Source: an optimization exercise on an open RTL-to-GDS flow (aim: small area, a short achievable clock period and few clock cycles per item). Production flows keep margins and buffers that such runs may drop.
At most, simulation tests tie the RTL to the original design; equivalence was not proved.
For run 7, only the layout was checked, not whether the RTL still works.
No activity file was given, so power comes from the tool's default toggle rates.

### flow/config.mk
export PLATFORM = sky130hd
export DESIGN_NAME = linear_key_value_table_core
export DESIGN_NICKNAME = linear_key_value_table_core
export VERILOG_FILES = /design/flow/design.v
export SDC_FILE = /design/flow/constraint.sdc
export NUM_CORES = 4
export LEC_CHECK = 0
export CAP_MARGIN = 20
export CORE_MARGIN = 2
export CORE_UTILIZATION = 60
export CTS_CLUSTER_DIAMETER = 90
export CTS_CLUSTER_SIZE = 30
export SETUP_SLACK_MARGIN = 2.6
export SLEW_MARGIN = 20
### flow/constraint.sdc
create_clock -name core_clock -period 5.0 [get_ports {clock}]
set_input_delay 1.0000 -clock core_clock [delete_from_list [all_inputs] [get_ports {clock}]]
set_output_delay 1.0000 -clock core_clock [all_outputs]
set_load 0.01 [all_outputs]
### flow/design.v
`timescale 1ns / 1ps
package lkv_pkg;
   localparam int DEPTH_DEFAULT    = 16;
   localparam int KEY_BITS_DEFAULT = 32;
   localparam int QUEUE_DEPTH      = 2;
   localparam int REQ_TYPE_W    = 2;
   localparam int KEY_W         = 32;
   localparam int VALUE_W       = 32;
   localparam int STATUS_W      = 2;
   localparam int ENTRY_COUNT_W = 5;
   localparam logic [REQ_TYPE_W-1:0] REQ_LOOKUP = 2'd0;
   localparam logic [REQ_TYPE_W-1:0] REQ_INSERT = 2'd1;
   localparam logic [REQ_TYPE_W-1:0] REQ_REMOVE = 2'd2;
   localparam logic [STATUS_W-1:0] STATUS_OK   = 2'd0;
   localparam logic [STATUS_W-1:0] STATUS_MISS = 2'd1;
   localparam logic [STATUS_W-1:0] STATUS_FULL = 2'd2;
   typedef struct packed {
      logic is_insert;
      logic is_remove;
   } op_type;
   localparam int OP_W = 2;
   typedef enum logic [4:0] {
      ST_IDLE       = 5'b00001,
      ST_SEARCH     = 5'b00010,
      ST_FETCH_LAST = 5'b00100,
      ST_DONE       = 5'b01000,
      ST_SPARE      = 5'b10000
   } back_state_type;
endpackage
`timescale 1ns / 1ps
module linear_key_value_table_core #(
   parameter int DEPTH    = lkv_pkg::DEPTH_DEFAULT,
   parameter int KEY_BITS = lkv_pkg::KEY_BITS_DEFAULT
) (
   input  logic                              clock,
   input  logic                              reset,
   input  logic                              req_valid,
   output logic                              req_ready,
   input  logic [lkv_pkg::REQ_TYPE_W-1:0]    req_type,
   input  logic [lkv_pkg::KEY_W-1:0]         req_key,
   input  logic [lkv_pkg::VALUE_W-1:0]       req_value,
   output logic                              rsp_valid,
   input  logic                              rsp_ready,
   output logic [lkv_pkg::STATUS_W-1:0]      rsp_status,
   output logic [lkv_pkg::VALUE_W-1:0]       rsp_value_out,
   output logic [lkv_pkg::ENTRY_COUNT_W-1:0] rsp_entry_count,
   output logic                              rsp_is_empty
);
   localparam int VW = lkv_pkg::VALUE_W;
   localparam int CW = lkv_pkg::ENTRY_COUNT_W;
   logic                r_v, r_ins, r_rem;
   logic [DEPTH-1:0]    r_m;       
   logic [DEPTH-1:0]    r_slot;    
   logic [DEPTH-1:0]    nf;        
   logic                nf_none;   
   logic [DEPTH-1:0]    tv;
   logic [KEY_BITS-1:0] tk [DEPTH];
   logic [VW-1:0]       tval [DEPTH];
   logic [CW-1:0]       cnt;
   logic                o_v, o_empty;
   logic                idle_ff;   
   logic [1:0]          o_st;
   logic [VW-1:0]       o_val;
   logic                issue, hit, full, ins_ok, rem_ok, o_free, rdy, r_v_in, r_pend;
   logic [DEPTH-1:0]    m, eq_in, slot_in, wr, tv_in, hold_in, nf_in, r_hold, free_a, free_b, low_a;
   logic                take_in;
   logic                nf_none_in;
   logic [1:0]          n_st;
   logic [VW-1:0]       n_val;
   logic [CW-1:0]       cnt_in;
   logic                empty_in;
   assign o_free = !o_v || rsp_ready;
   assign rdy    = idle_ff || rsp_ready;
   assign issue  = r_v && o_free;
   assign full   = cnt[CW-1];
   assign r_pend = r_v && r_ins;
   for (genvar i = 0; i < DEPTH; i++) begin : g_cmp
      assign eq_in[i] = (tk[i] == req_key);
      assign m[i]     = r_m[i];
   end
   assign hit    = |m;
   assign ins_ok = issue && r_ins && !hit && !full;
   assign rem_ok = issue && r_rem && hit;
   assign slot_in = nf_none ? ((r_pend ? (r_slot & ~tv) : '0) | (r_rem ? m : '0)) : nf;
   assign wr      = rdy ? (nf | (nf_none ? (((r_pend && hit) ? (r_slot & ~tv) : '0) |
                                               (r_rem ? m : '0)) : '0)) : '0;
   assign r_hold  = r_pend ? r_slot : '0;
   assign take_in = rdy && req_valid && req_type == lkv_pkg::REQ_INSERT;
   assign hold_in = rdy ? (take_in ? slot_in : '0) : r_hold;
   assign free_a  = ~tv & ~r_hold & ~(rdy ? (take_in ? nf : '0) : r_hold);
   assign free_b  = ((issue && r_rem) ? m : '0) | ((issue && r_pend && hit) ? (r_slot & ~tv) : '0);
   always_comb begin
      logic seen;
      seen = 1'b0;
      for (int i = 0; i < DEPTH; i++) begin
         low_a[i] = free_a[i] && !seen;
         seen     = seen || free_a[i];
      end
   end
   assign nf_in      = (|free_a) ? low_a : (free_b & ~hold_in);
   assign nf_none_in = ~|free_a && ~|(free_b & ~hold_in);
   always_comb begin
      n_val = '0;
      for (int i = 0; i < DEPTH; i++) n_val = n_val | ({VW{m[i]}} & tval[i]);
      if (r_ins) n_val = '0;
   end
   always_comb begin
      if (r_ins) n_st = hit ? lkv_pkg::STATUS_MISS : (full ? lkv_pkg::STATUS_FULL : lkv_pkg::STATUS_OK);
      else       n_st = hit ? lkv_pkg::STATUS_OK : lkv_pkg::STATUS_MISS;
   end
   always_comb begin
      cnt_in = cnt;
      if (ins_ok) cnt_in = cnt + 1'b1;
      else if (rem_ok) cnt_in = cnt - 1'b1;
   end
   assign empty_in = (cnt == '0) ? !ins_ok : ((cnt == CW'(1)) && rem_ok);
   for (genvar i = 0; i < DEPTH; i++) begin : g_slot
      always_ff @(posedge clock) begin
         if (wr[i]) begin
            tk[i]   <= req_key;
            tval[i] <= req_value;
         end
      end
      assign tv_in[i] = tv[i] ? !(rem_ok && m[i]) : (ins_ok && r_slot[i]);
      always_ff @(posedge clock) begin
         if (reset) tv[i] <= 1'b0;
         else       tv[i] <= tv_in[i];
      end
   end
   assign r_v_in = rdy ? req_valid : r_v;
   always_ff @(posedge clock) begin
      if (reset) begin
         cnt     <= '0;
         o_empty <= 1'b1;
         r_v     <= 1'b0;
         o_v     <= 1'b0;
         idle_ff <= 1'b1;
         nf      <= DEPTH'(1);
         nf_none <= 1'b0;
      end else begin
         cnt     <= cnt_in;
         o_empty <= empty_in;
         r_v     <= r_v_in;
         o_v     <= o_free ? issue : 1'b1;
         idle_ff <= !r_v_in || !(o_free ? issue : 1'b1);
         nf      <= nf_in;
         nf_none <= nf_none_in;
      end
   end
   always_ff @(posedge clock) begin
      if (rdy) begin
         r_ins  <= (req_type == lkv_pkg::REQ_INSERT);
         r_rem  <= (req_type == lkv_pkg::REQ_REMOVE);
         r_m    <= eq_in & tv_in;
         r_slot <= slot_in;
      end
      if (o_free) begin
         o_st  <= n_st;
         o_val <= n_val;
      end
   end
   assign req_ready       = rdy;
   assign rsp_valid       = o_v;
   assign rsp_status      = o_st;
   assign rsp_value_out   = o_val;
   assign rsp_entry_count = cnt;
   assign rsp_is_empty    = o_empty;
endmodule
### flow/flow/run.sh
#!/bin/bash
# The standard layout, with plain buffers (not delay cells) on the ports
set -euo pipefail
bash standard.sh BUFFER_PORTS_ARGS="-buffer_cell sky130_fd_sc_hd__buf_4" finish > standard_flow.log 2>&1
### flow/standard.sh
#!/bin/bash
# synth_recipe.tcl (not shown) runs the flow's synth.tcl, then flattens the netlist and writes it again
# the make line also repeats each setting of config.mk as NAME=value (left out here)
make -C /OpenROAD-flow-scripts/flow DESIGN_CONFIG=/design/flow/config.mk WORK_HOME=/design/flow/orfs CLKGATE_MAP_FILE= SYNTH_SCRIPT=/design/flow/synth_recipe.tcl "${@:-finish}"
==> results of run 1 <==
## worst max-delay path by stage
stage / start / end / slack [ns] / cells past startpoint
2_1_floorplan: rsp_ready / req_ready / 1.85 / 3
3_3_place_gp: rsp_ready / tk[11][0]$_DFFE_PP_ / 1.63 / 5
3_5_place_dp: rsp_ready / tk[11][30]$_DFFE_PP_ / 1.57 / 5
4_1_cts: r_m[9]$_DFFE_PN_ / tk[11][0]$_DFFE_PP_ / 2.47 / 10
5_1_grt: r_m[9]$_DFFE_PN_ / nf_none$_SDFF_PP0_ / 2.33 / 10
6_report: r_m[9]$_DFFE_PN_ / tk[0][17]$_DFFE_PP_ / 2.44 / 11
## per-stage QoR
step	worst slack, ns	cell area (sq um)	hold slack (ns)	utilization
final	2.44	51700	0.566	0.696
after global routing	2.33	51700	0.599	0.696
after detailed placement	1.57	47000	0.523	0.632
after floorplan	1.85	45300	0.531	-
after CTS	2.47	49300	0.558	0.664
after global placement	1.63	47000	0.517	0.632
## synth_stat cells, drive strengths merged (4+ instances only)
library cell  instances
nor2b                 6
nand2b                6
o22ai                 4
nand3                 6
o21ai                34
and3                 48
nand4b               16
edfxtp             1092
a31oi                51
a221oi              100
inv                   7
nand2                56
clkbuf              118
nor4                134
a22oi                69
buf                  51
xor2                514
a21oi                52
dfxtp                42
ha                    4
nor3                 18
a311o                 9
nor2                 65
nand4                41
a22o                 96
a31o                 19
## timing repair
action / CTS / global route
pin swaps: 34 / 42
setup buffers: 33 / 58
setup endpoints to repair: 1034 / 881
gates resized for setup: 96 / 121
cloned: 11 / 65
## area by class of cell
class | count | area share
sequential | 1134 | 0.650
multi-input combinational | 1398 | 0.214
timing repair buffer | 330 | 0.0843
tap | 969 | 0.0234
clock buffer | 56 | 0.0230
clock inverter | 11 | 0.00435
inverter | 7 | 0.000653
antenna | 2 | 0.0000967
## metal layers
layer,routed length (um),GRT usage,share of wire
met4,4830,0.0887,0.037
met2,61900,0.520,0.48
met3,11600,0.0328,0.090
met5,8,0,0.000062
met1,50900,0.422,0.39
## sequential cells by signal, summed over array words and instances, names as in the netlist, 5 cells and up
name	count
tv	16
tval	512
o_val	32
cnt	5
r_slot	16
nf	16
tk	512
r_m	16
## logic make-up after synthesis
group,after synthesis,share of synthesized area
AOI/OAI and AO/OA,465,0.0798
xor gates and xnor gates,515,0.100
adders and majority gates,4,0.00111
buffers and inverters,176,0.0169
DFF,1134,0.747
muxes,4,0.000945
and+or+nand+nor,408,0.0541
## report_power, final
group          switching (mW)  internal, mW  total [mW]
Sequential             0.0627          10.5        10.6
Clock                    2.86          1.88        4.74
Combinational           0.697         0.417        1.11
Total                    3.62          12.8        16.4
==> reports/results.ini, run 1 <==
[setup_path]
regToRegEndpoint = tk[0][17]$_DFFE_PP_
setup.worst_path.end_class = flip-flop
crit_path_max_incr_delay_ns = 0.44
critical_path_buf_inv_count = 6
crit_arrival_ns = 2.97
cpMostUsedCell = buf_12
crit_path_top_delay_cell = edfxtp_1
rrSetupSlack_ns = 2.44
path_cells = nor4_4, buf_4, and4_4, buf_6, buf_12, buf_12, o21ai_2, a21oi_2, nor2_4, buf_12, buf_12
crit_fanout = 7
crit_family = buffers and inverters
start_kind = flip-flop
rr_worst_depth = 11
crit_required_ns = 5.40
path_class = reg2reg
r2r-start = r_m[9]$_DFFE_PN_

[clock_tree]
cts_tree = yes
ctsHoldBuffers = 0
clock_sinks = 1134
clkTransAtPathRegs_ns = 0.11
clockRootBuffer = clkbuf_16
insertion_delay_ns = 0.64
htreeDepth = 2
clk_path_buf_depth = 3
cts_made_buffers = 46

[layout]
area.sequential_sq_um = 33600
area_growth_pct = 14.9
fill_cells = 4793
stdcell_count = 3907
layout_commonest_cell = edfxtp_1
final_cell_mix = 1092 x edfxtp_1, 514 x xor2_1, 176 x buf_4
final_nets = 2991
drive_gt1_frac = 0.174
multi_input_area_sq_um = 11100

[placed_design]
dp_cells = 3671
port_buffers = 111
place_congestion = 0.916
hpwl_mm = 61.9

[yosys]
yosys_most_used_dff = edfxtp_1
synth_edf_count = 1092
yosys.area.top_type = edfxtp_1
synth_area_leaders = edfxtp_1 73%, xor2_1 10%, a221oi_1 1.9%
synth_seq_cells = 1134
synth.net_count = 2780
postSynth.asyncResetShare = 0
synth_area_sq_um = 45000
avgSynthCellArea_sq_um = 16.6
ys_seq_area_frac = 0.747
synth_top_cell_area_share = 0.728
synth.distinct_cells = 68
synth.yosys.warnings = 3
syn_inst = 2706

[route]
vias_per_cell = 6.74
num_vias = 26300
wl_per_cell_um = 33.1
firstDrtPassIters = 6
drt_iter0_drc = 3349
drc = 0
drt-total-wl_mm = 129
postRouteAntennaNets = 0

[worst_hold_path]
worstHoldEndpoint = o_empty$_SDFF_PP1_
min_from = cnt[3]$_SDFFE_PP0P_
hold_class = reg2reg
worstHoldPathCells = 1

[timing]
maxSlewHeadroom = 0.508
fin_crit_sh = 0.513
finalSetupTns_ns = 0
finalCriticalPeriod_ns = 2.56
rsz0062_at_grt = yes
final_max_slew_viol_count = 0
finClkSkew_ns = 0.0360
setup_viol = 0
clock.fmax_mhz = 390
hold_violations = 0
worstMarginPinSlew_ns = 0.738

[pwr]
ir_drop_mv = 0.323
p_leak_nw = 17.0
cellPowerDensity_nw_per_um2 = 318
power.total_mw = 16.4

[floorplan]
start_util = 0.606
coreArea_sq_um = 74300
die_h_um = 278
fp.dieW_um = 278
die_area_sq_um = 77200
rows = 100
io_pins = 112

[global_routing]
first_global_vias = 24700
grt_pass1_wl_mm = 171
grt_max_degree = 65
track_usage = 0.306
grt_antenna_before_repair = 2
grt-ovfl-total = 0

[flow_run]
maxCapViolCount = 0

[status]
status = complete, no violations

Testbench counts, summed over its fixed seeds: cycles 12,016, items 12,000.
==> inputs of run 2 (changes only) <==
--- a/flow/config.mk
+++ b/flow/config.mk
@@ -8,7 +8,6 @@
 export CAP_MARGIN = 20
 export CORE_MARGIN = 2
-export CORE_UTILIZATION = 60
-export CTS_CLUSTER_DIAMETER = 90
-export CTS_CLUSTER_SIZE = 30
+export CORE_UTILIZATION = 75
+export PLACE_DENSITY = 0.8
 export SETUP_SLACK_MARGIN = 2.6
 export SLEW_MARGIN = 20
==> run 2 against run 1 <==
Effect of this change:
- critical path depth down 7
- worst setup slack better by 0.027 ns
- die area fell by 20%
- critical endpoint is now req_ready
- largest power group unchanged
==> reports/results.ini, run 2 <==
[status]
status = complete, no violations

[floorplan]
die_area_sq_um = 62000
rows = 89
start_util = 0.761
fp.dieW_um = 249
coreArea_sq_um = 59100
die_h_um = 249
io_pins = 112

[global_routing]
grt_antenna_before_repair = 2
grt_max_degree = 65
track_usage = 0.412
grt_pass1_wl_mm = 184
grt-ovfl-total = 0
first_global_vias = 28000

[yosys]
avgSynthCellArea_sq_um = 16.6
synth.distinct_cells = 68
postSynth.asyncResetShare = 0
synth_area_sq_um = 45000
yosysMostFrequentCell = edfxtp_1
synth.yosys.warnings = 3
synth_common_cells = 1092 x edfxtp_1, 514 x xor2_1, 129 x nor4_1, 118 x clkbuf_1, 100 x a221oi_1
yosys.area.top_type = edfxtp_1
yosys_most_used_dff = edfxtp_1
syn_inst = 2706
synth.net_count = 2780
synth_seq_cells = 1134
synth_area_leaders = edfxtp_1 73%, xor2_1 10%, a221oi_1 1.9%
synth_top_cell_area_share = 0.728
ys_seq_area_frac = 0.747
synth_edf_count = 1092

[clock_tree]
clkTransAtPathRegs_ns = 0.07
cts_made_buffers = 105
clock_sinks = 1134
clockRootBuffer = clkbuf_16
cts_tree = yes
insertion_delay_ns = 0.69
clk_path_buf_depth = 3
htreeDepth = 3
ctsHoldBuffers = 0

[route]
firstDrtPassIters = 10
num_vias = 28600
wl_per_cell_um = 36.3
drt_iter0_drc = 5363
vias_per_cell = 7.61
drc = 0
postRouteAntennaNets = 0
drt-total-wl_mm = 136

[setup_path]
setup.worst_path.end_class = output pin
crit_path_top_delay_cell = nor2_4
crit_fanout = 3
path_cells = buf_12, nor2_4, clkinvlp_4, buf_6
crit_required_ns = 4.00
start_kind = input pin
crit_family = buffers and inverters
critical_path_buf_inv_count = 3
path_class = in2out
crit_path_max_incr_delay_ns = 0.15
crit_arrival_ns = 1.54

[timing]
worstMarginPinSlew_ns = 0.890
rsz0062_at_grt = yes
finalCriticalPeriod_ns = 2.54
final_max_slew_viol_count = 0
setup_viol = 0
hold_violations = 0
fin_crit_sh = 0.508
clock.fmax_mhz = 394
finalSetupTns_ns = 0
finClkSkew_ns = 0.0350
maxSlewHeadroom = 0.406

[placed_design]
place_congestion = 0.920
port_buffers = 111
dp_cells = 3469
hpwl_mm = 61.9

[layout]
fill_cells = 2138
stdcell_count = 3757
largest_registers = tk: 512 flops, tval: 512 flops, o_val: 32 flops
final_nets = 2973
area.sequential_sq_um = 33600
final_cell_mix = 1092 x edfxtp_1, 514 x xor2_1, 162 x buf_4
area_growth_pct = 15.1
layout_commonest_cell = edfxtp_1
drive_gt1_frac = 0.176
multi_input_area_sq_um = 11100

[worst_hold_path]
hold_class = in2reg

[flow_run]
maxCapViolCount = 0

[pwr]
cellPowerDensity_nw_per_um2 = 381
ir_drop_mv = 0.329
p_leak_nw = 17.2

## run 2: power breakdown
group,switching [mW],internal [mW]
Sequential,0.0765,10.5
Clock,3.63,4.42
Combinational,0.711,0.351
## run 2: through the flow
stage	instance area, sq um	power (mW)	hold WS, ns	setup slack (ns)	utilization
floorplan	45300	11.3	0.531	1.85	-
global placement	46700	11.7	0.576	1.25	0.789
detailed placement	46700	11.7	0.586	1.19	0.789
CTS	50800	19.5	0.587	2.46	0.859
global route	51800	20.1	0.607	2.45	0.876
finish	51800	19.7	0.607	2.46	0.876
## run 2: cells by family (layout without fill, tap and decap cells)
family / Yosys count / in the layout / share of synthesized area
AO/OA/AOI/OAI: 465 / 465 / 0.0798
XOR/XNOR: 515 / 515 / 0.100
adder cells (fa/ha/maj): 4 / 4 / 0.00111
buffers and inverters: 176 / 446 / 0.0169
flip-flops: 1134 / 1134 / 0.747
multiplexers: 4 / 4 / 0.000945
other: 0 / 2 / 0
AND/OR/NAND/NOR: 408 / 414 / 0.0541
## run 2: cell type report
type / count / area share
Multi-Input combinational cell: 1402 / 0.214
Antenna cell: 2 / 0.0000966
Clock inverter: 73 / 0.0133
Clock buffer: 117 / 0.0520
Inverter: 7 / 0.000652
Tap cell: 773 / 0.0187
Timing Repair Buffer: 249 / 0.0522
Sequential cell: 1134 / 0.649
## run 2: layer usage
layer | part of all wire | GRT usage | up-vias
li1 | - | - | 11000
met2 | 0.46 | 0.663 | 3061
met4 | 0.077 | 0.233 | 2
met1 | 0.31 | 0.526 | 13800
met3 | 0.15 | 0.0953 | 695
met5 | 0.00011 | 0 | -
## run 2: timing repair
action,CTS,global route
endpoints found under the hold margin,0,0
gates cloned,9,25
buffers inserted,39,23
gates resized for setup,79,95
pin swaps,27,43
endpoints found under the setup margin,1037,840
## run 2: path summary, 6_finish.rpt
check                      start             endpoint  slack (ns)  depth (start not counted)
min                  req_type[0]      r_rem$_DFFE_PN_        0.61                          2
max                    rsp_ready            req_ready        2.46                          4
min reg2reg  cnt[2]$_SDFFE_PP0P_  cnt[4]$_SDFFE_PP0P_        0.61                          2
max reg2reg     r_m[5]$_DFFE_PN_  tk[2][24]$_DFFE_PP_        2.49                          8
==> inputs of run 3 (changes only) <==
--- a/flow/config.mk
+++ b/flow/config.mk
@@ -6,8 +6,8 @@
 export NUM_CORES = 4
 export LEC_CHECK = 0
+export ABC_AREA = 1
 export CAP_MARGIN = 20
 export CORE_MARGIN = 2
 export CORE_UTILIZATION = 75
-export PLACE_DENSITY = 0.8
 export SETUP_SLACK_MARGIN = 2.6
 export SLEW_MARGIN = 20
==> run 3 against run 2 <==
Effect of this change:
- register-to-register slack better by 0.12 ns
- final area is 0.64% higher
- largest power group unchanged
- count of clock-buffer cells in the layout is 11 higher
- cell count is 13% higher
- core utilization is 1.2 points lower
- synthesized cell count is 19% higher
- first-iteration DRC count is 7.6% lower
- non-clock buffer count is 37 lower
- die area is 1.8% higher
- total power is 0.18% lower
==> reports/results.ini, run 3 <==
[placed_design]
place_congestion = 0.973
port_buffers = 111
dp_cells = 4002
hpwl_mm = 71.6

[pwr]
power.total_mw = 19.7
ir_drop_mv = 0.359
cellPowerDensity_nw_per_um2 = 378
p_leak_nw = 17.3

[timing]
final_max_slew_viol_count = 0
rsz0062_at_grt = yes
finalSetupTns_ns = 0
hold_violations = 0
finClkSkew_ns = 0.0570
maxSlewHeadroom = 0.363
clock.fmax_mhz = 391
finalCriticalPeriod_ns = 2.56
worstMarginPinSlew_ns = 0.955
fin_crit_sh = 0.511
holdWs_ns = 0.539
setup_viol = 0

[yosys]
yosys_most_used_dff = edfxtp_1
postSynth.asyncResetShare = 0
synth_compound_area_frac = 0.0736
synth_area_sq_um = 45900
yosysMostFrequentCell = edfxtp_1
synth_top_cell_area_share = 0.715
synth_area_leaders = edfxtp_1 72%, xnor2_1 5.7%, nand2_1 4.6%
synth_edf_count = 1092
synth.yosys.warnings = 3
ys_seq_area_frac = 0.733
synth_common_cells = 1092 x edfxtp_1, 556 x nand2_1, 301 x xnor2_1, 133 x nor2_1, 126 x a221oi_1
synth-xor-area-share = 0.0611
synth.net_count = 3286
synth-simple-area-share = 0.106
yosys.area.top_type = edfxtp_1
synth_fa_ha_area_frac = 0.00109
synth_mux_area_frac = 0
synth.distinct_cells = 49
avgSynthCellArea_sq_um = 14.3
syn_inst = 3212
synth_top_family_by_area = simple AND/OR/NAND/NOR gates
synth_seq_cells = 1134

[setup_path]
setup.worst_path.end_class = output pin
path_class = in2out
crit_arrival_ns = 1.56
crit_required_ns = 4.00
start_kind = input pin
crit_fanout = 3

[layout]
largest_registers = tk: 512 flops, tval: 512 flops, o_val: 32 flops
fin_util = 0.864
drive_gt1_frac = 0.164
final_cell_mix = 1092 x edfxtp_1, 555 x nand2_1, 301 x xnor2_1
fill_cells = 2519
layout_commonest_cell = edfxtp_1
stdcell_count = 4243
area_growth_pct = 13.7
final_nets = 3443

[route]
vias_per_cell = 7.23
firstDrtPassIters = 6
postRouteAntennaNets = 0
wl_met3_mm = 17.7
route.met2.wl_mm = 64.7
met1_length_mm = 43.8
wl_per_cell_um = 32.7
num_vias = 30700
drc = 0
drt_iter0_drc = 4956
routed.top_layer = met5
drt-total-wl_mm = 139

[flow_run]
maxCapViolCount = 0

[global_routing]
first_global_vias = 30800
grt-ovfl-total = 0
grt_antenna_before_repair = 4
grt_pass1_wl_mm = 196
grt_max_degree = 65
track_usage = 0.436

[clock_tree]
clk_path_buf_depth = 3
cts_tree = yes
clockRootBuffer = clkbuf_16
clock_sinks = 1134
cts_made_buffers = 106
clkTransAtPathRegs_ns = 0.07
insertion_delay_ns = 0.71
htreeDepth = 3

[floorplan]
fp.dieW_um = 251
die_h_um = 251
coreArea_sq_um = 60400
start_util = 0.760
die_area_sq_um = 63100
io_pins = 112
rows = 90

[worst_hold_path]
hold_class = reg2reg

[status]
status = complete, no violations

## run 3: changes by cell type after synthesis, moves of 62 or more
cell	delta
o2111ai_1	+62
nor2_1	+69
xnor2_1	+300
xor2_1	-495
inv_1	+105
nor4_1	-86
or2_2	+112
nand4_1	+62
nand2_1	+501
## run 3: worst paths after layout
path / startpoint / end / slack (ns) / cells after the start
max: rsp_ready / req_ready / 2.44 / 5
min: cnt[3]$_SDFFE_PP0P_ / cnt[3]$_SDFFE_PP0P_ / 0.54 / 1
max reg2reg: r_m[11]$_DFFE_PN_ / tval[11][12]$_DFFE_PP_ / 2.61 / 4
min reg2reg: cnt[3]$_SDFFE_PP0P_ / cnt[3]$_SDFFE_PP0P_ / 0.54 / 1
## run 3: layer usage
layer | track usage | vias up
met3 | 0.0960 | 814
met2 | 0.699 | 3042
met4 | 0.326 | 4
met1 | 0.526 | 14500
met5 | 0 | -
li1 | - | 12300
## run 3: cell families (layout without fill, tap and decap cells)
family | count (synthesis) | after routing
XOR/XNOR | 320 | 320
AO/OA/AOI/OAI | 414 | 414
buffers and inverters | 286 | 532
flip-flops | 1134 | 1134
AND/OR/NAND/NOR | 1054 | 1055
other | 0 | 2
adder cells (fa/ha/maj) | 4 | 4
## run 3: what timing repair did
action                                   CTS  global route
resized for setup                         77            33
gates cloned                               7             4
setup buffers                             22             8
endpoints found under the setup margin  1082           702
pin swaps                                  9             3
hold buffers                               0             0
## run 3: area by class of cell
cell class                      count  area [sq um]  area share
Tap cell                          782           978      0.0188
Multi-Input combinational cell   1793         11500       0.220
Clock inverter                     70           721      0.0138
Sequential cell                  1134         33600       0.645
Timing Repair Buffer              212          2070      0.0396
Clock buffer                      128          2740      0.0525
Antenna cell                        2          5.00   0.0000960
Timing Repair inverter              5          35.0    0.000672
Inverter                          117           503     0.00965
## run 3: power breakdown
group / internal, mW / leakage [nW] / switching, mW
combinational: 0.332 / 5.18 / 0.726
sequential: 10.5 / 10.4 / 0.0552
clock: 4.49 / 1.68 / 3.57
## run 3: worst max-delay path, stage by stage
cell,delay (ns)
buf_8,0.10
nor2_4,0.14
buf_12,0.13
clkinvlp_4,0.07
buf_6,0.12
## run 3: per-stage QoR
stage	instance area [sq um]	worst slack (ns)
CTS	51900	2.43
global placement	47700	1.36
finish	52100	2.44
global route	52100	2.42
floorplan	46100	1.32
detailed placement	47800	1.36
==> inputs of run 4 (changes only) <==
--- a/flow/config.mk
+++ b/flow/config.mk
@@ -6,5 +6,4 @@
 export NUM_CORES = 4
 export LEC_CHECK = 0
-export ABC_AREA = 1
 export CAP_MARGIN = 20
 export CORE_MARGIN = 2
==> run 4 against run 3 <==
Effect of this change:
- die area fell by 1.8%
- worst setup slack gained 0.019 ns
- count of clock-buffer cells in the layout is 11 lower
- sequential share of layout area is 0.41 points higher
- cell count down 11%
- critical path depth fell by 1
- still clean
- sequential power hardly changed
- clock skew decreased by 0.022 ns
==> reports/results.ini, run 4 <==
[status]
status = complete, no violations

[route]
drt_iter0_drc = 5363
wl_per_cell_um = 36.3
drt-total-wl_mm = 136
vias_per_cell = 7.61
num_vias = 28600
firstDrtPassIters = 10
drc = 0
postRouteAntennaNets = 0

[floorplan]
io_pins = 112
die_h_um = 249
rows = 89
die_area_sq_um = 62000
fp.dieW_um = 249
coreArea_sq_um = 59100
start_util = 0.761

[yosys]
synth-xor-area-share = 0.100
synth_compound_area_frac = 0.0798
ys_seq_area_frac = 0.747
avgSynthCellArea_sq_um = 16.6
yosys.area.top_type = edfxtp_1
synth_top_family_by_area = XOR/XNOR gates
synth_fa_ha_area_frac = 0.00111
synth_common_cells = 1092 x edfxtp_1, 514 x xor2_1, 129 x nor4_1, 118 x clkbuf_1, 100 x a221oi_1
postSynth.asyncResetShare = 0
synth.distinct_cells = 68
yosys_most_used_dff = edfxtp_1
synth-simple-area-share = 0.0541
syn_inst = 2706
synth_edf_count = 1092
synth.yosys.warnings = 3
synth_area_sq_um = 45000
synth.net_count = 2780
synth_area_leaders = edfxtp_1 73%, xor2_1 10%, a221oi_1 1.9%
synth_mux_area_frac = 0.000945
synth_top_cell_area_share = 0.728
synth_seq_cells = 1134
yosysMostFrequentCell = edfxtp_1

[setup_path]
crit_fanout = 3
setup.worst_path.end_class = output pin
crit_path_max_incr_delay_ns = 0.15
crit_path_top_delay_cell = nor2_4
crit_arrival_ns = 1.54
crit_family = buffers and inverters
critical_path_buf_inv_count = 3
crit_required_ns = 4.00
start_kind = input pin
path_cells = buf_12, nor2_4, clkinvlp_4, buf_6
path_class = in2out

[timing]
final_max_slew_viol_count = 0
hold_violations = 0
finClkSkew_ns = 0.0350
fin_crit_sh = 0.508
holdWs_ns = 0.607
rsz0062_at_grt = yes
setup_viol = 0
worstMarginPinSlew_ns = 0.890
finalSetupTns_ns = 0
finalCriticalPeriod_ns = 2.54
clock.fmax_mhz = 394
maxSlewHeadroom = 0.406

[layout]
layout_commonest_cell = edfxtp_1
largest_registers = tk: 512 flops, tval: 512 flops, o_val: 32 flops
area_growth_pct = 15.1
fin_area_sq_um = 51800
fill_cells = 2138
drive_gt1_frac = 0.176
final_nets = 2973
fin_util = 0.876
final_cell_mix = 1092 x edfxtp_1, 514 x xor2_1, 162 x buf_4

[pwr]
ir_drop_mv = 0.329
clkPwrFrac = 0.408
p_leak_nw = 17.2
p_int_mw = 15.3
p_switching_mw = 4.42
cellPowerDensity_nw_per_um2 = 381
seq_power_share = 0.538
comb_power_share = 0.054
p_sw_frac = 0.224

[clock_tree]
ctsHoldBuffers = 0
insertion_delay_ns = 0.69
clockRootBuffer = clkbuf_16
cts_made_buffers = 105
clock_sinks = 1134
cts_tree = yes
clkTransAtPathRegs_ns = 0.07
clk_path_buf_depth = 3
htreeDepth = 3

[global_routing]
grtUsageMet1 = 0.526
grt_max_degree = 65
first_global_vias = 28000
gr-max-usage-layer = met2
grt_pass1_wl_mm = 184
track_usage = 0.412
grt_antenna_before_repair = 2
grt_use_met3 = 0.0953
grt-ovfl-total = 0
met2_usage = 0.663

[placed_design]
port_buffers = 111
place_congestion = 0.920
hpwl_mm = 61.9
dpl-instance-area_sq_um = 46700

[flow_run]
maxCapViolCount = 0

[worst_hold_path]
hold_class = in2reg

-- run 4: changes by cell type after synthesis, sizes merged, moves of 48 or more --
cell | before | now
xnor2 | 301 | 1
and3 | 0 | 48
o2111ai | 62 | 0
a22oi | 18 | 69
nand3 | 65 | 6
nand2 | 567 | 56
xor2 | 19 | 514
nor4 | 43 | 134
nor2 | 138 | 65
inv | 115 | 7
or2 | 114 | 3
nand4 | 102 | 41
-- run 4: cells by family after synthesis --
logic type      Yosys count
flops                  1134
fa+ha+maj                 4
mux                       4
compound gates          465
buf+inv                 176
simple gates            408
xor+xnor                515
-- run 4: per-stage QoR --
step / std cells / total power [mW] / worst slack (ns)
after floorplan: 2706 / 11.3 / 1.85
after global placement: 3469 / 11.7 / 1.25
after detailed placement: 3469 / 11.7 / 1.19
after CTS: 3707 / 19.5 / 2.46
after global routing: 3756 / 20.1 / 2.45
final: 3757 / 19.7 / 2.46
-- run 4: layer usage --
metal | part of all wire | wire [um] | vias up
met2 | 0.46 | 63200 | 3061
met1 | 0.31 | 43000 | 13800
met5 | 0.00011 | 15 | -
met4 | 0.077 | 10400 | 2
met3 | 0.15 | 19900 | 695
li1 | - | - | 11000
-- run 4: worst paths after layout --
path | slack, ns | end | cells after the start | start
worst max-delay path | 2.46 | req_ready | 4 | rsp_ready
worst min-delay path | 0.61 | r_rem$_DFFE_PN_ | 2 | req_type[0]
worst max register to register | 2.49 | tk[2][24]$_DFFE_PP_ | 8 | r_m[5]$_DFFE_PN_
worst min register to register | 0.61 | cnt[4]$_SDFFE_PP0P_ | 2 | cnt[2]$_SDFFE_PP0P_
-- run 4: timing repair --
action                                  in CTS  in global routing
pin swaps                                   27                 43
resized for setup                           79                 95
cloned                                       9                 25
endpoints found under the setup margin    1037                840
buffers inserted                            39                 23
-- run 4: worst register-to-register path, stage by stage (launching register included) --
cell	delay, ns
edfxtp_1	0.45
nor4_4	0.38
buf_4	0.17
and4_4	0.25
buf_4	0.17
o21ai_2	0.08
a21oi_2	0.28
nor2_4	0.12
buf_8	0.24
-- run 4: power by group through the flow --
stage	clock (mW)	sequential (mW)	combinational [mW]
finish	8.05	10.6	1.06
global placement	0	10.8	0.858
detailed placement	0	10.8	0.900
floorplan	0	10.8	0.473
global route	8.35	10.6	1.10
CTS	7.95	10.6	0.988
-- run 4: area by class of cell --
cell class / instances / area, sq um / share of cell area
tap: 773 / 967 / 0.0187
multi-input combinational: 1402 / 11100 / 0.214
timing repair buffer: 249 / 2700 / 0.0522
antenna: 2 / 5.00 / 0.0000966
inverter: 7 / 33.8 / 0.000652
clock inverter: 73 / 689 / 0.0133
clock buffer: 117 / 2690 / 0.0520
sequential: 1134 / 33600 / 0.649
==> inputs of run 5 (changes only) <==
==> flow/flow/run.sh (replaced) <==
#!/bin/bash
# The standard layout, with plain buffers (not delay cells) on the ports
set -euo pipefail
bash standard.sh BUFFER_PORTS_ARGS="-buffer_cell sky130_fd_sc_hd__buf_1" finish > standard_flow.log 2>&1
==> run 5 against run 4 <==
Effect of this change:
- synthesized cell count unchanged
- worst setup slack lost 0.032 ns
- non-clock buffer count grew 54
- sequential power hardly changed
- flip-flop and latch count is the same
- critical endpoint is now tv[8]$_SDFF_PP0_
==> reports/results.ini, run 5 <==
[setup_path]
path_cells = nor4_4, buf_4, nand4_4, nor4_4, buf_4, clkbuf_16, a21oi_2, a31o_1, buf_4, nor2_1
crit_family = simple AND/OR/NAND/NOR gates
setup.worst_path.end_class = flip-flop
cpMostUsedCell = buf_4
rrSetupSlack_ns = 2.43
start_kind = flip-flop
crit_fanout = 6
crit_path_top_delay_cell = edfxtp_1
path_class = reg2reg
crit_path_max_incr_delay_ns = 0.46
critical_path_buf_inv_count = 4
crit_arrival_ns = 3.17
crit_required_ns = 5.60

[timing]
hold_violations = 0
worst_slack_ns = 2.43
worstMarginPinSlew_ns = 0.798
clock.fmax_mhz = 389
rsz0062_at_grt = yes
maxSlewHeadroom = 0.468
final_max_slew_viol_count = 0
finalCriticalPeriod_ns = 2.57
finalSetupTns_ns = 0
fin_crit_sh = 0.514
setup_viol = 0
finClkSkew_ns = 0.0322

[layout]
drive_gt1_frac = 0.162
area_growth_pct = 15.6
stdcell_count = 3812
final_nets = 3024
final_cell_mix = 1092 x edfxtp_1, 514 x xor2_1, 128 x nor4_1
area.sequential_sq_um = 33600
largest_registers = tk: 512 flops, tval: 512 flops, o_val: 32 flops
multi_input_area_sq_um = 11000
fill_cells = 2142
fin_area_sq_um = 52000
layout_commonest_cell = edfxtp_1

[yosys]
synth_area_leaders = edfxtp_1 73%, xor2_1 10%, a221oi_1 1.9%
synth_seq_cells = 1134
syn_inst = 2706
yosys.area.top_type = edfxtp_1
synth_edf_count = 1092
synth_common_cells = 1092 x edfxtp_1, 514 x xor2_1, 129 x nor4_1, 118 x clkbuf_1, 100 x a221oi_1
synth_top_cell_area_share = 0.728
synth.distinct_cells = 68
yosysMostFrequentCell = edfxtp_1
postSynth.asyncResetShare = 0
avgSynthCellArea_sq_um = 16.6
yosys_most_used_dff = edfxtp_1
ys_seq_area_frac = 0.747
synth.yosys.warnings = 3
synth_area_sq_um = 45000
synth.net_count = 2780

[floorplan]
start_util = 0.761
rows = 89
die_h_um = 249
coreArea_sq_um = 59100
die_area_sq_um = 62000
io_pins = 112
fp.dieW_um = 249

[worst_hold_path]
hold_class = reg2reg

[placed_design]
port_buffers = 111
dp_cells = 3503
place_congestion = 0.963
place_ws_ns = 1.30
hpwl_mm = 63.9
dpl-instance-area_sq_um = 46600

[clock_tree]
ctsHoldBuffers = 0
clkTransAtPathRegs_ns = 0.07
clk_path_buf_depth = 3
htreeDepth = 3
cts_made_buffers = 104
clock_sinks = 1134
cts_tree = yes
insertion_delay_ns = 0.69
clockRootBuffer = clkbuf_16

[global_routing]
first_global_vias = 28000
grt_pass1_wl_mm = 184
grt_antenna_before_repair = 6
grt_max_degree = 65
grt-ovfl-total = 0
track_usage = 0.412

[route]
vias_per_cell = 7.67
num_vias = 29300
drc = 0
wl_per_cell_um = 37.3
drt_iter0_drc = 5199
firstDrtPassIters = 8
postRouteAntennaNets = 0
drt-total-wl_mm = 142

[flow_run]
maxCapViolCount = 0

[pwr]
cellPowerDensity_nw_per_um2 = 378
p_leak_nw = 17.2
power.total_mw = 19.7
ir_drop_mv = 0.400

[status]
status = complete, no violations

-- run 5: cell counts after synthesis --
No cell type changed its count.
-- run 5: layout make-up --
class,instances,area share
Timing Repair Buffer,303,0.0585
Clock inverter,70,0.0115
Tap cell,773,0.0186
Antenna cell,2,0.0000962
Inverter,7,0.000649
Sequential cell,1134,0.646
Multi-Input combinational cell,1400,0.212
Clock buffer,123,0.0522
-- run 5: logic make-up after synthesis --
kind of cell / Yosys count / share of synthesized area
AO/OA/AOI/OAI: 465 / 0.0798
XOR/XNOR: 515 / 0.100
adder cells (fa/ha/maj): 4 / 0.00111
buffers and inverters: 176 / 0.0169
flip-flops: 1134 / 0.747
multiplexers: 4 / 0.000945
AND/OR/NAND/NOR: 408 / 0.0541
-- run 5: path summary, 6_finish.rpt --
path                                           from  depth (start not counted)            endpoint
worst max-delay path               r_m[2]$_DFFE_PN_                         10    tv[8]$_SDFF_PP0_
worst min-delay path            cnt[3]$_SDFFE_PP0P_                          1  o_empty$_SDFF_PP1_
worst max register to register     r_m[2]$_DFFE_PN_                         10    tv[8]$_SDFF_PP0_
worst min register to register  cnt[3]$_SDFFE_PP0P_                          1  o_empty$_SDFF_PP1_
-- run 5: timing repair --
action                                   CTS  global route
gates cloned                               9            28
setup buffers                             37            40
pin swaps                                 29            42
endpoints found under the setup margin  1081           967
resized for setup                         91            96
-- run 5: stage by stage --
| step | util | hold WS [ns] |
|---|---|---|
| 2_1_floorplan | - | 0.531 |
| 3_3_place_gp | 0.789 | 0.505 |
| 3_5_place_dp | 0.789 | 0.525 |
| 4_1_cts | 0.860 | 0.543 |
| 5_1_grt | 0.880 | 0.599 |
| 6_report | 0.880 | 0.570 |
-- run 5: where the power goes --
group | internal [mW] | leakage [nW] | switching, mW
Clock | 4.31 | 1.62 | 3.64
Sequential | 10.5 | 10.4 | 0.0773
Combinational | 0.336 | 5.18 | 0.759
Total | 15.2 | 17.2 | 4.47
-- run 5: per-layer routing --
metal | GRT usage | up-vias | part of all wire
li1 | - | 11100 | -
met1 | 0.528 | 14200 | 0.31
met2 | 0.670 | 3169 | 0.46
met3 | 0.0889 | 795 | 0.15
met4 | 0.222 | 6 | 0.078
met5 | 0 | - | 0.00031
==> inputs of run 6 (changes only) <==
==> flow/flow/run.sh (replaced) <==
#!/bin/bash
# The standard layout, with plain buffers (not delay cells) on the ports
set -euo pipefail
bash standard.sh BUFFER_PORTS_ARGS="-buffer_cell sky130_fd_sc_hd__buf_2" finish > standard_flow.log 2>&1
==> run 6 against run 5 <==
Effect of this change:
- first-iteration DRC count shrank 13%
- via count shrank 3.8%
- cell count shrank 0.47%
- critical path depth shrank 6
- total power is the same
- synthesized area is the same
- combinational power shrank 5%
- synthesized cell count is the same
- global-route usage grew 0.50 points
- critical path type is now in2out
==> reports/results.ini, run 6 <==
[timing]
final_max_slew_viol_count = 0
hold_violations = 0
clock.fmax_mhz = 401
fin_crit_sh = 0.499
finalSetupTns_ns = 0
rsz0062_at_grt = yes
worstMarginPinSlew_ns = 0.730
finClkSkew_ns = 0.0632
maxSlewHeadroom = 0.513
finalCriticalPeriod_ns = 2.50
setup_viol = 0

[setup_path]
crit_path_top_delay_cell = clkinvlp_4
crit_path_max_incr_delay_ns = 0.14
path_cells = buf_12, nor2_4, clkinvlp_4, buf_6
rr_worst_depth = 6
critical_path_buf_inv_count = 3
crit_required_ns = 4.00
crit_fanout = 2
crit_arrival_ns = 1.50
path_class = in2out
crit_family = buffers and inverters
cp.depth = 4
start_kind = input pin
setup.worst_path.end_class = output pin

[yosys]
synth_top_cell_area_share = 0.728
synth.distinct_cells = 68
synth_edf_count = 1092
synth_common_cells = 1092 x edfxtp_1, 514 x xor2_1, 129 x nor4_1, 118 x clkbuf_1, 100 x a221oi_1
yosys.area.top_type = edfxtp_1
yosys_most_used_dff = edfxtp_1
ys_seq_area_frac = 0.747
synth_area_sq_um = 45000
avgSynthCellArea_sq_um = 16.6
synth_seq_cells = 1134
synth_area_leaders = edfxtp_1 73%, xor2_1 10%, a221oi_1 1.9%
synth.yosys.warnings = 3
synth.net_count = 2780
postSynth.asyncResetShare = 0
syn_inst = 2706
yosysMostFrequentCell = edfxtp_1

[clock_tree]
cts_tree = yes
insertion_delay_ns = 0.71
htreeDepth = 3
clk_path_buf_depth = 3
cts_made_buffers = 105
clkTransAtPathRegs_ns = 0.07
clock_sinks = 1134
ctsHoldBuffers = 0
clockRootBuffer = clkbuf_16

[floorplan]
io_pins = 112
coreArea_sq_um = 59100
start_util = 0.761
rows = 89
die_area_sq_um = 62000
die_h_um = 249
fp.dieW_um = 249

[layout]
area_growth_pct = 14.7
largest_registers = tk: 512 flops, tval: 512 flops, o_val: 32 flops
final_nets = 3001
layout_commonest_cell = edfxtp_1
drive_gt1_frac = 0.180
final_cell_mix = 1092 x edfxtp_1, 514 x xor2_1, 128 x nor4_1
fill_cells = 2276

[pwr]
power.total_mw = 19.7
ir_drop_mv = 0.485
p_leak_nw = 17.3
cellPowerDensity_nw_per_um2 = 381

[route]
vias_per_cell = 7.42
postRouteAntennaNets = 0
num_vias = 28100
drc = 0
wl_per_cell_um = 34.6
drt_iter0_drc = 4511
drt-total-wl_mm = 131
firstDrtPassIters = 6

[global_routing]
grt_max_degree = 65
track_usage = 0.417
first_global_vias = 28300
grt-ovfl-total = 0
grt_pass1_wl_mm = 186
grt_antenna_before_repair = 3

[flow_run]
maxCapViolCount = 0

[worst_hold_path]
hold_class = reg2reg
worstHoldPathCells = 1

[placed_design]
place_congestion = 0.951
port_buffers = 111
hpwl_mm = 63.0

[status]
status = complete, no violations

==> run 6: cell count changes in the layout (fill, tap and decap cells not counted), sizes merged <==
| cell | delta |
|---|---|
| clkbuf | -28 |
| clkinvlp | -1 |
| diode | +3 |
| clkinv | +1 |
| inv | +1 |
| nor2 | +3 |
| buf | +2 |
| and4 | -1 |
| bufinv | +1 |
| and3 | +1 |
==> run 6: cells by family (layout without fill, tap and decap cells) <==
family / Yosys count / count (layout) / synth area share
AO/OA/AOI/OAI: 465 / 465 / 0.0798
XOR/XNOR: 515 / 515 / 0.100
adder cells (fa/ha/maj): 4 / 4 / 0.00111
buffers and inverters: 176 / 479 / 0.0169
flip-flops: 1134 / 1134 / 0.747
multiplexers: 4 / 4 / 0.000945
other: 0 / 5 / 0
AND/OR/NAND/NOR: 408 / 415 / 0.0541
==> run 6: cell type report <==
type	count	area (sq um)	area share
Tap cell	773	967	0.0187
Clock inverter	72	661	0.0128
Multi-Input combinational cell	1403	11000	0.214
Sequential cell	1134	33600	0.652
Clock buffer	124	2720	0.0527
Inverter	7	33.8	0.000654
Timing Repair Buffer	276	2550	0.0495
Antenna cell	5	12.5	0.000242
==> run 6: where the power goes <==
part           switching [mW]  internal (mW)
Sequential             0.0742           10.5
Combinational           0.704          0.340
Clock                    3.62           4.39
==> run 6: layer usage <==
metal	GRT usage	wire (um)	up-vias
li1	-	-	11100
met4	0.231	8470	2
met3	0.0941	17500	561
met1	0.531	42900	13800
met2	0.676	62300	2728
met5	0	13	-
==> run 6: metrics by stage <==
| step | util | hold slack, ns | setup WS (ns) | instances | instance area [sq um] |
|---|---|---|---|---|---|
| floorplan | - | 0.531 | 1.85 | 2706 | 45300 |
| global route | 0.873 | 0.615 | 2.46 | 3789 | 51600 |
| detailed placement | 0.788 | 0.566 | 1.26 | 3498 | 46600 |
| finish | 0.873 | 0.584 | 2.50 | 3794 | 51600 |
| CTS | 0.861 | 0.581 | 2.47 | 3745 | 50900 |
| global placement | 0.788 | 0.534 | 1.34 | 3498 | 46600 |
==> run 6: what timing repair did <==
item | 4_1_cts | 5_1_grt
setup buffers | 40 | 35
endpoints found under the setup margin | 1081 | 853
pin swaps | 23 | 37
resized for setup | 85 | 70
cloned | 11 | 9
==> run 6: worst paths after layout <==
path,start,endpoint,slack [ns]
worst max-delay path,rsp_ready,req_ready,2.50
worst max register to register,r_v$_SDFF_PP0_,tk[14][6]$_DFFE_PP_,2.54
worst min-delay path,cnt[3]$_SDFFE_PP0P_,o_empty$_SDFF_PP1_,0.58
worst min register to register,cnt[3]$_SDFFE_PP0P_,o_empty$_SDFF_PP1_,0.58
==> run 6: worst register-to-register path: stages (launching register included) <==
cell      delay, ns
dfxtp_4        0.48
buf_4          0.25
nand4b_1       0.20
o21ai_0        0.31
a21oi_2        0.14
nor2_4         0.32
buf_12         0.37
==> inputs of run 7 (changes only) <==
--- a/flow/design.v
+++ b/flow/design.v
@@ -71,5 +71,5 @@
    logic                empty_in;
    assign o_free = !o_v || rsp_ready;
-   assign rdy    = idle_ff || rsp_ready;
+   assign rdy    = !r_v || o_free;
    assign issue  = r_v && o_free;
    assign full   = cnt[CW-1];
@@ -160,5 +160,5 @@
       end
    end
-   assign req_ready       = rdy;
+   assign req_ready       = idle_ff || rsp_ready;
    assign rsp_valid       = o_v;
    assign rsp_status      = o_st;
==> run 7 against run 6 <==
Effect of this change:
- core utilization rose by 2.5 points
- count of clock-buffer cells in the layout rose by 8
- sequential share of layout area fell by 1.8 points
- first-iteration DRC count rose by 36%
- worst setup slack got worse by 0.33 ns
- die area fell by 0.12%
- critical endpoint is now o_val[10]$_SDFFCE_PP0P_
- wire length rose by 19%
- sequential power barely moved
- clock skew fell by 0.0025 ns
- cell count rose by 1.6%
- synthesized area fell by 0.13%
- still clean on timing, DRC and antenna
- global-route usage rose by 1.9 points
==> reports/results.ini, run 7 <==
[status]
status = complete, no violations

[layout]
final_cell_mix = 1092 x edfxtp_1, 514 x xor2_1, 134 x clkbuf_16
fin_util = 0.898
area_growth_pct = 18.1
largest_registers = tk: 512 flops, tval: 512 flops, o_val: 32 flops
final_nets = 3058
stdcell_count = 3853
layout_commonest_cell = edfxtp_1
drive_gt1_frac = 0.189

[setup_path]
crit_required_ns = 5.35
path_cells = buf_4, a221oi_1, and3_1, a31oi_1
crit_fanout = 35
start_kind = flip-flop
crit_path_top_delay_cell = a31oi_1
crit_path_max_incr_delay_ns = 0.76
critical_path_buf_inv_count = 1
crit_family = compound AO/OA/AOI/OAI gates
crit_arrival_ns = 3.18
setup.worst_path.end_class = flip-flop
path_class = reg2reg

[pwr]
p_int_mw = 15.3
p_leak_nw = 17.8
clkPwrFrac = 0.415
p_switching_mw = 4.49
cellPowerDensity_nw_per_um2 = 372
ir_drop_mv = 0.359
p_sw_frac = 0.227
seq_power_share = 0.535
comb_power_share = 0.050

[floorplan]
die_area_sq_um = 61900
coreArea_sq_um = 59100
fp.dieW_um = 249
die_h_um = 249
start_util = 0.760
io_pins = 112
rows = 89

[yosys]
yosys_most_used_dff = edfxtp_1
synth_seq_cells = 1134
yosysMostFrequentCell = edfxtp_1
synth.net_count = 2790
ys_seq_area_frac = 0.748
avgSynthCellArea_sq_um = 16.6
synth_area_sq_um = 45000
yosys.area.top_type = edfxtp_1
synth_area_leaders = edfxtp_1 73%, xor2_1 10%, a221oi_1 1.9%
syn_inst = 2716
synth_top_cell_area_share = 0.729
synth.distinct_cells = 59
postSynth.asyncResetShare = 0
synth_edf_count = 1092
synth_common_cells = 1092 x edfxtp_1, 514 x xor2_1, 129 x nor4_1, 127 x clkbuf_1, 99 x a221oi_1
synth.yosys.warnings = 3

[placed_design]
dp_cells = 3501
hpwl_mm = 63.3
place_congestion = 0.920
port_buffers = 111
place_ws_ns = 1.62

[clock_tree]
insertion_delay_ns = 0.73
ctsHoldBuffers = 0
cts_made_buffers = 104
htreeDepth = 3
clock_sinks = 1134
clockRootBuffer = clkbuf_16
clkTransAtPathRegs_ns = 0.07
cts_tree = yes
clk_path_buf_depth = 3

[global_routing]
grt_pass1_wl_mm = 193
grt_max_degree = 65
grt-ovfl-total = 0
grt_antenna_before_repair = 12
first_global_vias = 28700
track_usage = 0.436

[timing]
worstMarginPinSlew_ns = 1.07
fin_crit_sh = 0.566
setup_viol = 0
worst_slack_ns = 2.17
finalCriticalPeriod_ns = 2.83
rsz0062_at_grt = yes
hold_violations = 0
finClkSkew_ns = 0.0607
maxSlewHeadroom = 0.285
clock.fmax_mhz = 354
final_max_slew_viol_count = 0
finalSetupTns_ns = 0

[flow_run]
maxCapViolCount = 0

[route]
drt_iter0_drc = 6136
num_vias = 30700
drc = 0
vias_per_cell = 7.96
postRouteAntennaNets = 0
firstDrtPassIters = 12
wl_per_cell_um = 40.5
drt-total-wl_mm = 156

[worst_hold_path]
hold_class = reg2reg

-- run 7: changes by cell type after synthesis, moves of 10 or more --
cell	change
a211oi_1	+10
a21oi_1	+13
o21ai_1	+13
o21ai_0	-11
a21oi_2	-10
and3_1	-10
nand2b_1	+10
-- run 7: power groups by stage --
stage	logic, mW	registers [mW]	clock network (mW)
6_report	0.986	10.6	8.20
5_1_grt	0.997	10.6	8.44
4_1_cts	0.845	10.6	7.90
3_5_place_dp	0.782	10.8	0
3_3_place_gp	0.747	10.8	0
2_1_floorplan	0.402	10.8	0
-- run 7: area by class of cell --
cell class	instances	area, sq um
fill	1885	6030
timing repair buffer	331	3970
tap	773	967
sequential	1134	33600
inverter	8	46.3
multi-input combinational	1405	11100
clock buffer	132	2790
clock inverter	61	588
antenna	9	22.5
-- run 7: worst paths after layout --
check | depth (start not counted) | end | start | slack, ns
min | 2 | cnt[4]$_SDFFE_PP0P_ | cnt[2]$_SDFFE_PP0P_ | 0.58
max reg2reg | 4 | o_val[10]$_SDFFCE_PP0P_ | r_m[10]$_DFFE_PN_ | 2.17
min reg2reg | 2 | cnt[4]$_SDFFE_PP0P_ | cnt[2]$_SDFFE_PP0P_ | 0.58
max | 4 | o_val[10]$_SDFFCE_PP0P_ | r_m[10]$_DFFE_PN_ | 2.17
-- run 7: repair_timing --
action                                  in CTS  in global routing
buffers inserted                            46                 38
endpoints found under the setup margin    1080                917
resized for setup                          104                140
gates cloned                                23                 43
endpoints found under the hold margin        0                  0
pin swaps                                   23                 37
-- run 7: logic make-up (layout without fill, tap and decap cells) --
| kind of cell | after synthesis | after routing | share of synthesized area |
|---|---|---|---|
| XOR/XNOR | 515 | 515 | 0.100 |
| AND/OR/NAND/NOR | 401 | 401 | 0.0537 |
| buffers and inverters | 177 | 532 | 0.0159 |
| multiplexers | 3 | 3 | 0.000668 |
| other | 0 | 9 | 0 |
| adder cells (fa/ha/maj) | 4 | 4 | 0.00111 |
| flip-flops | 1134 | 1134 | 0.748 |
| AO/OA/AOI/OAI | 482 | 482 | 0.0803 |
-- run 7: worst register-to-register path, cell delays in order, from the launching register on --
cell and delay [ns]:
edfxtp_1 0.53, buf_4 0.67, a221oi_1 0.31, and3_1 0.23, a31oi_1 0.76
-- run 7: stage by stage --
| step | power (mW) | hold WS (ns) | cell area, sq um |
|---|---|---|---|
| 2_1_floorplan | 11.2 | 0.564 | 45200 |
| 5_1_grt | 20.0 | 0.592 | 53100 |
| 3_3_place_gp | 11.5 | 0.548 | 46600 |
| 4_1_cts | 19.3 | 0.572 | 51400 |
| 6_report | 19.8 | 0.576 | 53100 |
| 3_5_place_dp | 11.6 | 0.568 | 46600 |
-- run 7: metal layers --
layer / wire length (um) / vias up / track usage
li1: - / 11200 / -
met1: 46100 / 14600 / 0.556
met2: 68400 / 3806 / 0.688
met3: 26700 / 1074 / 0.101
met4: 14500 / 14 / 0.275
met5: 96 / - / 0
==> inputs of run 8 (changes only) <==
--- a/flow/design.v
+++ b/flow/design.v
@@ -71,5 +71,5 @@
    logic                empty_in;
    assign o_free = !o_v || rsp_ready;
-   assign rdy    = !r_v || o_free;
+   assign rdy    = idle_ff || rsp_ready;
    assign issue  = r_v && o_free;
    assign full   = cnt[CW-1];
@@ -160,5 +160,5 @@
       end
    end
-   assign req_ready       = idle_ff || rsp_ready;
+   assign req_ready       = rdy;
    assign rsp_valid       = o_v;
    assign rsp_status      = o_st;
==> flow/flow/run.sh (replaced) <==
#!/bin/bash
# The standard layout, with plain buffers (not delay cells) on the ports and a clock tree
# with fewer buffers along its wires
set -euo pipefail
bash standard.sh BUFFER_PORTS_ARGS="-buffer_cell sky130_fd_sc_hd__buf_4" CTS_BUF_DISTANCE=200 finish > standard_flow.log 2>&1
--- a/flow/config.mk
+++ b/flow/config.mk
@@ -8,5 +8,7 @@
 export CAP_MARGIN = 20
 export CORE_MARGIN = 2
-export CORE_UTILIZATION = 75
+export CORE_UTILIZATION = 60
+export CTS_CLUSTER_DIAMETER = 90
+export CTS_CLUSTER_SIZE = 30
 export SETUP_SLACK_MARGIN = 2.6
 export SLEW_MARGIN = 20
==> run 8 against run 7 <==
Effect of this change:
- clock power decreased by 42%
- wire length decreased by 17%
- die area grew 25%
- first-iteration DRC count down 45%
- critical path type unchanged
- largest cell class unchanged
- largest power group unchanged
==> reports/results.ini, run 8 <==
[timing]
fin_crit_sh = 0.513
finalCriticalPeriod_ns = 2.56
setup_viol = 0
clock.fmax_mhz = 390
worstMarginPinSlew_ns = 0.738
hold_violations = 0
worst_slack_ns = 2.44
maxSlewHeadroom = 0.508
finClkSkew_ns = 0.0360
finalSetupTns_ns = 0
final_max_slew_viol_count = 0
rsz0062_at_grt = yes

[pwr]
p_leak_nw = 17.0
cellPowerDensity_nw_per_um2 = 318
ir_drop_mv = 0.323

[yosys]
synth_area_sq_um = 45000
yosys.area.top_type = edfxtp_1
synth.net_count = 2780
synth_top_cell_area_share = 0.728
synth_edf_count = 1092
synth_area_leaders = edfxtp_1 73%, xor2_1 10%, a221oi_1 1.9%
syn_inst = 2706
synth.yosys.warnings = 3
synth_seq_cells = 1134
yosys_most_used_dff = edfxtp_1
synth_common_cells = 1092 x edfxtp_1, 514 x xor2_1, 129 x nor4_1, 118 x clkbuf_1, 100 x a221oi_1
postSynth.asyncResetShare = 0
avgSynthCellArea_sq_um = 16.6
synth.distinct_cells = 68
ys_seq_area_frac = 0.747
yosysMostFrequentCell = edfxtp_1

[clock_tree]
ctsHoldBuffers = 0
clk_path_buf_depth = 3
cts_made_buffers = 46
clkTransAtPathRegs_ns = 0.11
insertion_delay_ns = 0.64
htreeDepth = 2
clock_sinks = 1134
clockRootBuffer = clkbuf_16
cts_tree = yes

[floorplan]
rows = 100
coreArea_sq_um = 74300
start_util = 0.606
die_area_sq_um = 77200
die_h_um = 278
io_pins = 112
fp.dieW_um = 278

[placed_design]
port_buffers = 111
place_congestion = 0.916
dp_cells = 3671
place_ws_ns = 1.57
hpwl_mm = 61.9

[global_routing]
grt_max_degree = 65
first_global_vias = 24700
grt-ovfl-total = 0
grt_pass1_wl_mm = 171
track_usage = 0.306
grt_antenna_before_repair = 2

[layout]
area.sequential_sq_um = 33600
layout_commonest_cell = edfxtp_1
largest_registers = tk: 512 flops, tval: 512 flops, o_val: 32 flops
final_nets = 2991
area_growth_pct = 14.9
multi_input_area_sq_um = 11100
final_cell_mix = 1092 x edfxtp_1, 514 x xor2_1, 176 x buf_4
stdcell_count = 3907
fill_cells = 4793
drive_gt1_frac = 0.174

[setup_path]
start_kind = flip-flop
crit_arrival_ns = 2.97
crit_fanout = 7
path_class = reg2reg
setup.worst_path.end_class = flip-flop
crit_required_ns = 5.40

[route]
drt-total-wl_mm = 129
vias_per_cell = 6.74
postRouteAntennaNets = 0
drc = 0
firstDrtPassIters = 6
num_vias = 26300
drt_iter0_drc = 3349
wl_per_cell_um = 33.1

[status]
status = complete, no violations

[flow_run]
maxCapViolCount = 0

[worst_hold_path]
hold_class = reg2reg

[run 8: changes by cell type after synthesis, sizes merged, moves of 6 or more]
cell    delta
buf        +9
and3      +10
clkbuf     -9
a31oi      -7
nor3       -7
nand2b    -10
a211oi     -7
a22oi      -6
a311o      +7
[run 8: per-layer routing]
metal / global-route usage / wire, um / up-vias
li1: - / - / 11000
met3: 0.0328 / 11600 / 227
met5: 0 / 8 / -
met2: 0.520 / 61900 / 1462
met1: 0.422 / 50900 / 13700
met4: 0.0887 / 4830 / 2
[run 8: repair_timing]
item,4_1_cts,5_1_grt
setup buffers,33,58
resized for setup,96,121
endpoints found under the setup margin,1034,881
pin swaps,34,42
cloned,11,65
[run 8: critical path, stage by stage (launching register included)]
cell	delay [ns]
edfxtp_1	0.44
nor4_4	0.36
buf_4	0.17
and4_4	0.25
buf_6	0.12
buf_12	0.12
buf_12	0.11
o21ai_2	0.05
a21oi_2	0.21
nor2_4	0.11
buf_12	0.22
buf_12	0.16
[run 8: cell type report]
| class | count | share of cell area |
|---|---|---|
| flip-flops and latches | 1134 | 0.650 |
| multi-input cells | 1398 | 0.214 |
| repair buffers | 330 | 0.0843 |
| well taps | 969 | 0.0234 |
| clock buffers | 56 | 0.0230 |
| clock inverters | 11 | 0.00435 |
| inverters | 7 | 0.000653 |
| diodes | 2 | 0.0000967 |
[run 8: kinds of logic after synthesis]
group,Yosys count,share of synthesized area
XOR/XNOR,515,0.100
AND/OR/NAND/NOR,408,0.0541
AO/OA/AOI/OAI,465,0.0798
adder cells (fa/ha/maj),4,0.00111
multiplexers,4,0.000945
flip-flops,1134,0.747
buffers and inverters,176,0.0169
[run 8: final timing paths]
path / from / to / slack [ns] / depth (start not counted)
max: r_m[9]$_DFFE_PN_ / tk[0][17]$_DFFE_PP_ / 2.44 / 11
min reg2reg: cnt[3]$_SDFFE_PP0P_ / o_empty$_SDFF_PP1_ / 0.57 / 1
max reg2reg: r_m[9]$_DFFE_PN_ / tk[0][17]$_DFFE_PP_ / 2.44 / 11
min: cnt[3]$_SDFFE_PP0P_ / o_empty$_SDFF_PP1_ / 0.57 / 1
[run 8: where the power goes]
| group | switching, mW | total (mW) | internal (mW) |
|---|---|---|---|
| logic | 0.697 | 1.11 | 0.417 |
| clock network | 2.86 | 4.74 | 1.88 |
| registers | 0.0627 | 10.6 | 10.5 |
| total | 3.62 | 16.4 | 12.8 |
[run 8: per-stage QoR]
step                      area, sq um  hold slack [ns]  utilization  power (mW)
final                           51700            0.566        0.696        16.4
after global routing            51700            0.599        0.696        16.8
after CTS                       49300            0.558        0.664        16.3
after detailed placement        47000            0.523        0.632        11.7
after global placement          47000            0.517        0.632        11.7
after floorplan                 45300            0.531            -        11.3
Testbench counts of run 8, summed over its fixed seeds: cycles 12,016, items 12,000.

==> port drivers added, routing unchanged <==
No port has a modelled driver above. Below, the same layouts with a new extraction and two added sets of constraints. Step 1 (the two cells are an assumption about what drives the block):
set clk [get_ports {clock}]
set_driving_cell -lib_cell sky130_fd_sc_hd__clkbuf_16 $clk
set_driving_cell -lib_cell sky130_fd_sc_hd__buf_2 [delete_from_list [all_inputs] $clk]
Step 2 also shifts input and output timing later by t, the mid clock arrival at the registers, as if the neighbouring blocks saw the same clock. Three values: ideal, step 1, step 2; two values: the first two.
run | t (ns) | setup slack, ns | worst setup path after step 2 | slew at the worst register clock pin (ns) | worst data-port slew with drivers (ns)
run 1 | 0.700 | 2.435 / 2.435 / 1.977 | input to register | 0.11 / 0.11 | 0.14
run 2 | 0.744 | 2.462 / 2.415 / 1.848 | input to register | 0.08 / 0.08 | 0.15
run 3 | 0.754 | 2.443 / 2.402 / 1.815 | input to register | 0.07 / 0.07 | 0.17
run 4 | 0.744 | 2.462 / 2.415 / 1.848 | input to register | 0.08 / 0.08 | 0.15
run 5 | 0.740 | 2.430 / 2.412 / 1.846 | input to register | 0.07 / 0.07 | 0.12
run 6 | 0.748 | 2.504 / 2.446 / 1.859 | input to register | 0.09 / 0.09 | 0.13
run 7 | 0.761 | 2.172 / 2.172 / 1.728 | input to register | 0.08 / 0.08 | 0.19
run 8 | 0.700 | 2.435 / 2.435 / 1.977 | input to register | 0.11 / 0.11 | 0.14
After both steps every run listed still meets setup and hold. For run 6, which loses most, drivers alone change the setup slack by -0.058 ns; drivers and shift together by -0.645 ns.
